What follows belongs to an exercise in optimizing a design on an open flow for small area, a short achievable clock period and few clock cycles per item; a production flow would make more cautious choices.
Only simulation tests tie the RTL to the original design; equivalence was not proved.
No activity file was given, so power comes from the tool's default toggle rates.

==> flow/design.v (excerpt) <==
module doubly_linked_list_manager #(
  parameter int NODE_COUNT = 64,
  parameter int LIST_COUNT = 4
) (
  input  logic        clk,
  input  logic        rst_n,
  input  logic        start,
  output logic        busy,
  input  logic [2:0]  in_mode,
  input  logic [1:0]  in_list_id,
  input  logic [5:0]  in_node_index,
  output logic        out_valid,
  output logic [1:0]  out_status,
  output logic [5:0]  out_result_node,
  output logic        out_list_empty
);
clock: 5.5 ns
lec_check: 0
cap_margin: 20
core_margin: 2
core_utilization: 40
setup_slack_margin: 3.5
slew_margin: 20
run.sh (not shown) runs the stock make flow with config.mk's settings and CLKGATE_MAP_FILE= SYNTH_SCRIPT=/design/flow/synth_recipe.tcl, a recipe that flattens the netlist after the stock synthesis.
The first run went through all stages and came out clean.
Testbench counts at the start, summed over its fixed seeds: cycles 12,149, ops 12,000.
==> next run, changes <==
Settings changed: CAP_MARGIN 20 to 30, CORE_UTILIZATION 40 to 60, CTS_BUF_LIST set to sky130_fd_sc_hd__clkbuf_8 sky130_fd_sc_hd__clkbuf_16, CTS_CLUSTER_DIAMETER set to 100, CTS_CLUSTER_SIZE set to 30, PLACE_DENSITY set to 0.72, SETUP_SLACK_MARGIN 3.5 to 3.4, SLEW_MARGIN 20 to 30.
=>
- setup slack improves by 0.019 ns
- synthesized cell count is unchanged
- worst hold slack is about the same
- total power shrinks by 19%
- final cell count goes down by 13%
- cell area is lower by 6.9%

========
before:
Another version of the RTL of doubly_linked_list_manager (not shown whole).
Size: ~780 flip-flops, ~0.037 sq mm of cells after synthesis.
==> flow/config.mk <==
export PLATFORM = sky130hd
export DESIGN_NAME = doubly_linked_list_manager
export DESIGN_NICKNAME = doubly_linked_list_manager
export VERILOG_FILES = /design/flow/design.v
export SDC_FILE = /design/flow/constraint.sdc
export NUM_CORES = 4
export LEC_CHECK = 0
export ABC_AREA = 1
export CAP_MARGIN = 30
export CORE_MARGIN = 2
export CORE_UTILIZATION = 50
export CTS_BUF_LIST = sky130_fd_sc_hd__clkbuf_16
export CTS_CLUSTER_DIAMETER = 100
export CTS_CLUSTER_SIZE = 20
export PLACE_DENSITY = 0.65
export SETUP_SLACK_MARGIN = 3.3
export SLEW_MARGIN = 30
==> flow/constraint.sdc <==
create_clock -name core_clock -period 5.5 [get_ports {clk}]
set_input_delay 1.1000 -clock core_clock [delete_from_list [all_inputs] [get_ports {clk}]]
set_output_delay 1.1000 -clock core_clock [all_outputs]
set_load 0.01 [all_outputs]
Testbench counts of before, summed over its fixed seeds: cycles 12,290, ops 12,000.
The following lists how after was set up differently from before:
- swapping 50 for 40 in CORE_UTILIZATION
- swapping 0.65 for 0.55 in PLACE_DENSITY
Results
[compare] base=before new=after: final critical-path setup slack rose 0.038 ns; hold slack fell 0.0046 ns; count of clock-buffer cells in the layout about even; met3 layer usage reported by global route fell 3.4 points; post-layout instance area rose about 0.5%. The destination of the critical timing path comes out nxt_q[128] in one run and qn2[23] in the other, namely in before and after respectively.

========
## v57
The RTL this note starts from:
==> flow/design.v <==
package dll_pkg;
  localparam int MODE_W     = 3;
  localparam int LIST_IN_W  = 2;
  localparam int NODE_IN_W  = 6;
  localparam int NODE_OUT_W = 6;
  typedef enum logic [MODE_W-1:0] {
    MODE_CLEAR    = 3'd0,
    MODE_INS_TAIL = 3'd1,
    MODE_INS_HEAD = 3'd2,
    MODE_DELETE   = 3'd3,
    MODE_GET_HEAD = 3'd4,
    MODE_GET_TAIL = 3'd5
  } mode_t;
  typedef enum logic [1:0] {
    ST_OK       = 2'd0,
    ST_EMPTY    = 2'd1,
    ST_LINKED   = 2'd2,
    ST_UNLINKED = 2'd3
  } status_t;
  typedef struct packed {
    status_t                 status;
    logic [NODE_OUT_W-1:0]   node;
    logic                    empty;
  } res_t;
  function automatic res_t make_res(status_t s, logic [NODE_OUT_W-1:0] n, logic e);
    make_res = {s, n, e};
  endfunction
endpackage
module doubly_linked_list_manager #(
  parameter int NODE_COUNT = 64,
  parameter int LIST_COUNT = 4
) (
  input  logic        clk,
  input  logic        rst_n,
  input  logic        start,
  output logic        busy,
  input  logic [2:0]  in_mode,
  input  logic [1:0]  in_list_id,
  input  logic [5:0]  in_node_index,
  output logic        out_valid,
  output logic [1:0]  out_status,
  output logic [5:0]  out_result_node,
  output logic        out_list_empty
);
  localparam int N = 64;
  localparam int L = 4;
  localparam int Q = 4;    
  logic [N-1:0]       nv_q;     
  logic [N-1:0][1:0]  own_q;    
  logic [N-1:0][5:0]  nxt_q;    
  logic [L-1:0][5:0]  hd_q, tl_q;
  logic [L-1:0]       ne_q;     
  logic         v1;
  logic [2:0]   m1;
  logic [1:0]   l1;
  logic [5:0]   x1;
  logic [5:0]   x1n;           
  logic         busy_q, clr_acc_q;
  logic         acc;
  logic         rst_q;         
  assign busy = busy_q;
  assign acc  = start && !busy_q;
  always_ff @(posedge clk) begin
    rst_q <= !rst_n;
    if (!rst_n) begin
      v1        <= 1'b0;
      busy_q    <= 1'b0;
      clr_acc_q <= 1'b0;
    end else begin
      v1        <= acc;
      clr_acc_q <= acc && (in_mode == 3'd0);
      busy_q    <= (acc && (in_mode == 3'd0)) || clr_acc_q;
    end
    m1 <= in_mode;
    l1 <= in_list_id;
    x1 <= in_node_index;
    x1n <= ~in_node_index;
  end
  logic [N-1:0]      x1h;
  logic [Q-1:0][5:0] qn;
  logic [Q-1:0][3:0] pr;       
  logic [Q-1:0]      pf;       
  always_comb begin
    qn = '0;
    pr = '0;
    pf = '0;
    for (int i = 0; i < N; i++) begin
      x1h[i] = (x1 == 6'(i));
      qn[i/16] = qn[i/16] | ({6{x1h[i]}} & nxt_q[i]);
      if (nv_q[i] && (i < N / 2 ? (nxt_q[i] == x1) : (nxt_q[i] == ~x1n))) begin
        pr[i/16] = pr[i/16] | 4'(i);
        pf[i/16] = 1'b1;
      end
    end
  end
  logic              v2;
  logic [2:0]        m2;
  logic [1:0]        l2;
  logic [5:0]        x2;
  logic [Q-1:0][5:0] qn2;
  logic [Q-1:0][3:0] pr2;
  logic [Q-1:0]      pf2;
  always_ff @(posedge clk) begin
    if (!rst_n) v2 <= 1'b0;
    else        v2 <= v1;
    m2  <= m1;
    l2  <= l1;
    x2  <= x1;
    qn2 <= qn;
    pr2 <= pr;
    pf2 <= pf;
  end
  logic         wenw;          
  logic [5:0]   waw;
  logic         pvw;           
  logic [5:0]   pbw;
  logic [5:0]   wdw;           
  logic         nvww;          
  logic [5:0]   xw;
  logic [1:0]   lsw;           
  logic         insw, instw, delw, clrw;
  logic         hww, hqw;      
  logic         tww, tpw;      
  logic         nsw, ncw;      
  logic [L-1:0][5:0] hd_d, tl_d;
  logic [L-1:0]      ne_d;
  logic [L-1:0]      hw_j, tw_j;
  always_comb begin
    hd_d = hd_q;
    tl_d = tl_q;
    ne_d = ne_q;
    for (int j = 0; j < L; j++) begin
      hw_j[j] = hww && (lsw == 2'(j));
      tw_j[j] = tww && (lsw == 2'(j));
      if (hw_j[j]) hd_d[j] = hqw ? wdw : xw;
      if (tw_j[j]) tl_d[j] = tpw ? pbw : xw;
      if (nsw && lsw == 2'(j)) ne_d[j] = 1'b1;
      if (ncw && lsw == 2'(j)) ne_d[j] = 1'b0;
    end
  end
  always_ff @(posedge clk) begin
    if (rst_q) ne_q <= '0;
    else       ne_q <= ne_d;
    hd_q <= hd_d;
    tl_q <= tl_d;
  end
  logic [5:0] wae;
  logic       wev;
  assign wae = delw ? pbw : waw;
  assign wev = wenw || pvw;
  for (genvar i = 0; i < N; i++) begin : g_node
    always_ff @(posedge clk) begin
      if (rst_q || (xw == 6'(i) && (delw || instw)) || (clrw && own_q[i] == lsw)) nv_q[i] <= 1'b0;
      else if (wev && wae == 6'(i)) nv_q[i] <= nvww;
      if (insw && xw == 6'(i)) own_q[i] <= lsw;
      if (wev && wae == 6'(i)) nxt_q[i] <= wdw;
    end
  end
  logic       ins3, del3, wev3, nvw3;
  logic [5:0] x3, wae3, wd3;
  always_ff @(posedge clk) begin
    if (!rst_n) begin
      ins3  <= 1'b0;
      del3  <= 1'b0;
      wev3  <= 1'b0;
    end else begin
      ins3  <= insw;
      del3  <= delw;
      wev3  <= wev;
    end
    x3   <= xw;
    wae3 <= wae;
    wd3  <= wdw;
    nvw3 <= nvww;
  end
  logic       xeq3, aeq3, deq3, xeq, aeq, deq;
  assign xeq3 = (x3 == x2);
  assign aeq3 = wev3 && (wae3 == x2);
  assign deq3 = wev3 && nvw3 && (wd3 == x2);     
  assign xeq  = (xw == x2);
  assign aeq  = wev && (wae == x2);
  assign deq  = (wdw == x2);
  logic [5:0] rq, fq, pb;
  always_comb begin
    rq  = qn2[x2[5:4]];
    if (aeq3) rq = wd3;
    fq  = rq;
    if (aeq) fq = wdw;
    if (wev && nvww && deq) pb = wae;
    else if (deq3)          pb = wae3;
    else                    pb = {pf2[3] | pf2[2], pf2[3] | pf2[1], pr2[0] | pr2[1] | pr2[2] | pr2[3]};
  end
  logic [L-1:0] ph, qt;
  logic         rpn, rqn;
  logic [1:0]   rown;
  always_comb begin
    for (int j = 0; j < L; j++) begin
      ph[j] = ne_d[j] && (hw_j[j] ? (hqw ? deq : xeq) : (hd_q[j] == x2));
      qt[j] = ne_d[j] && (tw_j[j] ? (tpw ? (pbw == x2) : xeq) : (tl_q[j] == x2));
    end
    rpn = |ph;
    rqn = |qt;
    rown[0] = ph[1] | ph[3] | qt[1] | qt[3];
    rown[1] = ph[2] | ph[3] | qt[2] | qt[3];
  end
  logic rk;
  always_comb begin
    if (xeq && (insw || delw))        rk = insw;
    else if (xeq3 && (ins3 || del3))  rk = ins3;
    else rk = rpn || (wev && nvww && deq) || deq3 || (|pf2);
  end
  logic [5:0] h2, t2;
  logic       e2;
  assign h2 = hd_d[l2];
  assign t2 = tl_d[l2];
  assign e2 = !ne_d[l2];
  logic i_t, i_h, i_d, i_c;
  assign i_t = v2 && (m2 == 3'd1) && !rk;
  assign i_h = v2 && (m2 == 3'd2) && !rk;
  assign i_d = v2 && (m2 == 3'd3) && rk;
  assign i_c = v2 && (m2 == 3'd0);
  always_ff @(posedge clk) begin
    if (rst_q) begin
      wenw  <= 1'b0;
      pvw   <= 1'b0;
      insw  <= 1'b0;
      instw <= 1'b0;
      delw  <= 1'b0;
      clrw  <= 1'b0;
      hww   <= 1'b0;
      tww   <= 1'b0;
      nsw   <= 1'b0;
      ncw   <= 1'b0;
    end else begin
      wenw  <= (i_t && !e2) || i_h;
      pvw   <= i_d && !rpn;
      insw  <= i_t || i_h;
      instw <= i_t;
      delw  <= i_d;
      clrw  <= i_c;
      hww   <= i_h || (i_t && e2) || (i_d && rpn && !rqn);
      tww   <= i_t || (i_h && e2) || (i_d && rqn && !rpn);
      nsw   <= i_t || i_h;
      ncw   <= i_c || (i_d && rpn && rqn);
    end
    pbw <= pb;
    hqw <= (m2 == 3'd3);
    tpw <= (m2 == 3'd3);
    xw  <= x2;
    lsw <= (m2 == 3'd3) ? rown : l2;
    waw <= (m2 == 3'd1) ? t2 : x2;
    if (m2 == 3'd1) begin
      wdw <= x2; nvww <= 1'b1;
    end else if (m2 == 3'd2) begin
      wdw <= h2; nvww <= !e2;
    end else begin
      wdw <= fq; nvww <= !rqn;
    end
  end
  logic [1:0] rs;
  logic [5:0] rn;
  logic       re;
  always_comb begin
    rs = 2'd0;
    rn = 6'd0;
    re = e2;
    unique case (m2)
      3'd0: re = 1'b1;
      3'd1, 3'd2: begin
        if (rk) rs = 2'd2;
        else re = 1'b0;
      end
      3'd3: begin
        if (!rk) begin rs = 2'd3; re = 1'b0; end
        else re = rpn && rqn;
      end
      3'd4, 3'd5: begin
        if (e2) rs = 2'd1;
        else rn = (m2 == 3'd4) ? h2 : t2;
      end
      default: ;
    endcase
  end
  logic       ov;
  logic [1:0] os;
  logic [5:0] on;
  logic       oe;
  always_ff @(posedge clk) begin
    if (!rst_n) ov <= 1'b0;
    else        ov <= v2;
    os <= rs;
    on <= rn;
    oe <= re;
  end
  assign out_valid       = ov;
  assign out_status      = os;
  assign out_result_node = on;
  assign out_list_empty  = oe;
endmodule
clock: 5.5 ns
lec_check: 0
abc_area: 1
cap_margin: 20
core_margin: 2
core_utilization: 40
cts_buf_list: sky130_fd_sc_hd__clkbuf_16
cts_cluster_diameter: 100
cts_cluster_size: 20
place_density: 0.55
setup_slack_margin: 3.3
slew_margin: 20
Testbench counts of v57, summed over its fixed seeds: cycles 12,290, ops 12,000.
Relative to v57, the following input files were edited for v30:
- PLACE_DENSITY: 0.55 -> 0.5
- CORE_UTILIZATION: 40 -> 35
- CAP_MARGIN: 20 -> 30
- SLEW_MARGIN: 20 -> 30
Notes after the runs:
v57 → v30: detailed-routing wirelength on met1 up 5.5%; design area up 2.2%; instance count after placement with tap cells included up 211; setup fix buffers added after clock tree synthesis down 20.
Here is what was changed in the inputs of v29 compared with v30.
- changing CAP_MARGIN from 30 to 10
- changing CORE_UTILIZATION from 35 to 40
- changing SLEW_MARGIN from 30 to 10
- changing PLACE_DENSITY from 0.5 to 0.55
==> comparison <==
Summary of v29 over v30: multi-input combinational cell count stayed essentially flat, ratio of total power to cell area rose by 1.4%, clock skew rose by 0.013 ns, final wirelength fell by 2.1%, number of nets in the finished design fell by 0.85%.
The inputs of v2 differ from those of v29 as listed below.
- swapping 10 for 30 in CAP_MARGIN
- swapping 3.3 for 3.4 in SETUP_SLACK_MARGIN
- swapping 10 for 30 in SLEW_MARGIN
--- outcome ---
- Going from v29 to v2, number of gates resized after CTS grows by 18%.
- v29 has a higher final period demand of the worst path than v2.
- Relative to v29, the cell-internal power measured on v2 has increased slightly.
- First-pass GRT wire length was lower in the run labelled v29.
- Between v29 and v2, the area taken by flip-flops and latches does not differ in any meaningful way.
- Fraction of final layout cells sized beyond drive strength 1: v2 > v29
- Compared with v29, static leakage power in v2 increased by a few percent.

## afterwards: timing with drivers on the ports
In the flow no input, the clock included, has a driving cell. The finished layouts below were timed again as built, in two steps.
Step 1 assumes that a clkbuf_16 drives the clock port and a buf_2 every other input.
Step 2 adds t to the input delays and takes it off the output delays; t is the mean of the earliest and latest rising clock arrival at the registers after step 1. Input paths then give back, and output paths get back, about the clock's delay inside the block.
Three values: no drivers, after step 1, after step 2; two values: the first two.
run	t, ns	setup WS [ns]	hold WS [ns]	worst setup path after step 2	pins driven straight from the clock port
the first run of note 1	0.790	2.654 / 2.654 / 2.654	0.397 / 0.397 / 0.397	register to register	1
the second run of note 1	0.730	2.673 / 2.673 / 2.673	0.399 / 0.399 / 0.399	register to register	1
before	0.688	3.248 / 3.248 / 3.060	0.332 / 0.332 / 0.332	input to register	1
after	0.691	3.286 / 3.258 / 3.112	0.327 / 0.327 / 0.327	input to register	1
v57	0.686	3.191 / 3.191 / 3.183	0.334 / 0.334 / 0.334	input to register	1
v30	0.711	3.196 / 3.196 / 3.196	0.329 / 0.329 / 0.329	register to register	1
v29	0.684	3.193 / 3.193 / 3.184	0.332 / 0.332 / 0.332	input to register	1
v2	0.693	3.235 / 3.235 / 3.171	0.330 / 0.330 / 0.330	input to register	1
After both steps every run listed still meets setup and hold. For before, which loses most, drivers alone change the setup slack by 0.000 ns; drivers and shift together by -0.188 ns.
